From an optimization exercise on the open Yosys and OpenROAD flow, aimed at small area and a short achievable clock period; shortcuts taken in it are not production practice. At most, simulation tests tie the RTL to the original design; equivalence was not proved. No activity file was given, so power comes from the tool's default toggle rates.

## wip/sierra
Design rob_top, start of the top module:
module rob_top (
   input  logic                  clk,
   input  logic                  rst,
   input  logic [1:0]            issue_kind,
   input  logic [5-1:0]     issue_dest,
   input  logic [32-1:0]      issue_pc4,
   input  logic [32-1:0]      issue_offset,
   input  logic                  issue_pred_taken,
   input  logic [32-1:0]      issue_pred_pc,
   input  logic                  alu_req,
   input  logic [4-1:0] alu_tag,
   input  logic [32-1:0]      alu_value,
   input  logic                  load_req,
   input  logic [4-1:0] load_tag,
   input  logic [32-1:0]      load_value,
   output logic                  alu_grant,
   output logic                  load_grant,
   output logic                  stall,
   output logic [4-1:0] alloc_tag,
   output logic                  commit_valid,
   output logic [5-1:0]     commit_dest,
   output logic [32-1:0]      commit_value,
   output logic                  mispredict,
   output logic [32-1:0]      pc_resolved
);
For scale: about 4100 cells after synthesis, about 770 flip-flops, roughly 37000 um2 of cells after synthesis.
==> flow/config.mk <==
export PLATFORM = sky130hd
export DESIGN_NAME = rob_top
export DESIGN_NICKNAME = rob_top
export VERILOG_FILES = /design/flow/design.v
export SDC_FILE = /design/flow/constraint.sdc
export NUM_CORES = 4
export LEC_CHECK = 0
export CAP_MARGIN = 20
export CORE_MARGIN = 2
export CORE_UTILIZATION = 55
export CTS_BUF_LIST = sky130_fd_sc_hd__clkbuf_8 sky130_fd_sc_hd__clkbuf_16
export CTS_CLUSTER_DIAMETER = 90
export CTS_CLUSTER_SIZE = 30
export PLACE_DENSITY = 0.7
export SETUP_SLACK_MARGIN = 4.2
export SLEW_MARGIN = 20
==> flow/constraint.sdc <==
create_clock -name core_clock -period 8.0 [get_ports {clk}]
set_input_delay 1.6000 -clock core_clock [delete_from_list [all_inputs] [get_ports {clk}]]
set_output_delay 1.6000 -clock core_clock [all_outputs]
set_load 0.01 [all_outputs]
standard.sh (not shown) runs the stock make flow with config.mk's settings and CLKGATE_MAP_FILE= SYNTH_SCRIPT=/design/flow/synth_recipe.tcl, a recipe that flattens the netlist after the stock synthesis.
==> flow/flow/run.sh <==
#!/bin/bash
# The standard layout, with the port buffers made from plain buf_1 cells
# (buffer_ports otherwise picks a delay buffer); the resizer still sizes
# them afterwards. Each tool's output goes to a log file here.
set -euo pipefail
bash standard.sh "BUFFER_PORTS_ARGS=-buffer_cell sky130_fd_sc_hd__buf_1" finish > standard_flow.log 2>&1
### wip/sierra -> wip/cedar
- swapping 90 for 100 in CTS_CLUSTER_DIAMETER
- swapping 0.7 for 0.6 in PLACE_DENSITY
- swapping 30 for 24 in CTS_CLUSTER_SIZE
- swapping 55 for 45 in CORE_UTILIZATION
- swapping 4.2 for 4.0 in SETUP_SLACK_MARGIN
==> flow/flow/run.sh <==
#!/bin/bash
# The standard layout, with the port buffers made from plain buf_2 cells
# (buffer_ports otherwise picks a delay buffer); the resizer still sizes
# them afterwards. Each tool's output goes to a log file here.
set -euo pipefail
bash standard.sh "BUFFER_PORTS_ARGS=-buffer_cell sky130_fd_sc_hd__buf_2" finish > standard_flow.log 2>&1
Results
wip/cedar falls short of wip/sierra in wire length. Relative to wip/sierra, post-route total power has increased by about 1.2% in wip/cedar. The normalized max-slew margin reported for wip/cedar is greater than that of wip/sierra by 2.8 points. Of the two values seen for critical-path cell with the highest stage delay, sky130_fd_sc_hd__a211oi_4 was produced by wip/cedar and sky130_fd_sc_hd__fa_2 by wip/sierra.
Input changes introduced in wip/tundra (baseline for comparison: wip/cedar):
- swapping 0.6 for 0.7 in PLACE_DENSITY
- swapping 45 for 55 in CORE_UTILIZATION
- swapping 4.0 for 4.2 in SETUP_SLACK_MARGIN
==> flow/flow/run.sh <==
#!/bin/bash
# The standard layout, with the port buffers made from plain buf_1 cells
# (buffer_ports otherwise picks a delay buffer); the resizer still sizes
# them afterwards. Each tool's output goes to a log file here.
set -euo pipefail
bash standard.sh "BUFFER_PORTS_ARGS=-buffer_cell sky130_fd_sc_hd__buf_1" finish > standard_flow.log 2>&1
--- outcome ---
Number of antenna cells inserted (wip/tundra over wip/cedar): increase, 1
wip/tundra vs wip/cedar: post-layout instance area up slightly
Going from wip/cedar to wip/tundra, final estimated routing congestion in global placement grew by a few percent.
Worst clock skew on the final layout: lower on wip/cedar

---

== alpha ==
rob_top, a different RTL version from the one above (not shown whole).
For scale: ~4200 cells after synthesis, about 38000 sq um of cells after synthesis.
Settings: LEC_CHECK=0, CAP_MARGIN=20, CORE_MARGIN=2, CORE_UTILIZATION=45, CTS_BUF_LIST=sky130_fd_sc_hd__clkbuf_4 sky130_fd_sc_hd__clkbuf_8, CTS_CLUSTER_SIZE=30, PLACE_DENSITY=0.6, SETUP_SLACK_MARGIN=3.7, SLEW_MARGIN=20; clock period 8.0 ns.
==> flow/flow/run.sh <==
#!/bin/bash
# The standard layout, with the port buffers made from plain buf_2 cells
# (buffer_ports otherwise picks a delay buffer); the resizer still sizes
# them afterwards. Each tool's output goes to a log file here.
set -euo pipefail
bash standard.sh "BUFFER_PORTS_ARGS=-buffer_cell sky130_fd_sc_hd__buf_2" finish > standard_flow.log 2>&1
alpha | status: complete | timing, DRC, antenna: pass
What beta does differently from alpha at the input level:
Settings: swapping 3.7 for 4.0 in SETUP_SLACK_MARGIN.
Results
Having completed the whole flow, beta delivered a layout that passed the timing, design-rule and antenna checks. Looking only at fraction of the cycle the final worst path needs, and setting everything else aside, the lower value of alpha and beta goes to beta. Compared with alpha, beta is hungrier on power. [compare] base=alpha new=beta: clock power share down 0.2 points; worst slack on hold paths up 0.026 ns; final weighted congestion in routability-driven placement up about 3.6%; detailed-route via count down about 0.9%; ratio of routed vias to standard cells down 0.97%. Between alpha and beta, the difference in power per unit of standard cell area is negligible. Sort alpha and beta by final critical-path required period, descending, and alpha comes first. Compared beta vs alpha, and growth of design area from synthesis to finish is up in beta.
No functional check of the RTL was part of any run of this note.

---

rob_top with an RTL version that a note above also has.
For scale: roughly 260 I/O pins, roughly 37000 sq um of cells after synthesis.
clock: 8.0 ns
lec_check: 0
cap_margin: 20
core_margin: 2
core_utilization: 65
cts_buf_list: sky130_fd_sc_hd__clkbuf_8 sky130_fd_sc_hd__clkbuf_16
cts_cluster_diameter: 100
cts_cluster_size: 24
place_density: 0.8
setup_slack_margin: 4.0
slew_margin: 20
==> flow/flow/run.sh <==
#!/bin/bash
# The standard layout, with the port buffers made from plain buf_1 cells
# (buffer_ports otherwise picks a delay buffer); the resizer still sizes
# them afterwards. Each tool's output goes to a log file here.
set -euo pipefail
bash standard.sh "BUFFER_PORTS_ARGS=-buffer_cell sky130_fd_sc_hd__buf_1" finish > standard_flow.log 2>&1
Then changed:
CORE_UTILIZATION = 55   (was 65)
PLACE_DENSITY = 0.7   (was 0.8)
Effect: Design area came out higher slightly. Maximum frequency increases slightly. Sequential share of layout area shrinks by 0.15 points. First-iteration DRC count goes down by about a fifth. Clock power increases by a few percent.

==> afterwards: timing with drivers on the ports <==
The flow's constraints put no driver on any port. The routed layouts listed below were extracted and timed again, unchanged, in two steps. Step 1 assumes that a clkbuf_16 drives the clock port and a buf_2 every other input. Step 2 moves the port delays by t, midway between the first and last clock arrival at a register: inputs arrive t later, outputs are due t later. That takes back most of the time a late clock gives input paths. a / b / c = ideal ports / drivers / drivers and shift; a / b = the first two.
run | t (ns) | setup WS [ns] | worst setup path after step 2 | clock arrival spread, ns
wip/sierra | 0.668 | 4.068 / 4.087 / 3.419 | input to register | 0.049 / 0.048
wip/cedar | 0.671 | 3.928 / 3.945 / 3.274 | input to register | 0.020 / 0.020
wip/tundra | 0.674 | 4.111 / 4.128 / 3.454 | input to register | 0.033 / 0.033
alpha | 0.871 | 3.683 / 3.722 / 2.851 | input to register | 0.035 / 0.035
beta | 0.853 | 3.986 / 3.998 / 3.176 | input to register | 0.049 / 0.049
the first run of note 3 | 0.666 | 3.864 / 3.860 / 3.194 | input to register | 0.037 / 0.038
the second run of note 3 | 0.663 | 3.943 / 3.948 / 3.285 | input to register | 0.040 / 0.039
After both steps every run listed still meets setup and hold. For alpha, which loses most, drivers alone change the setup slack by +0.039 ns; drivers and shift together by -0.832 ns.
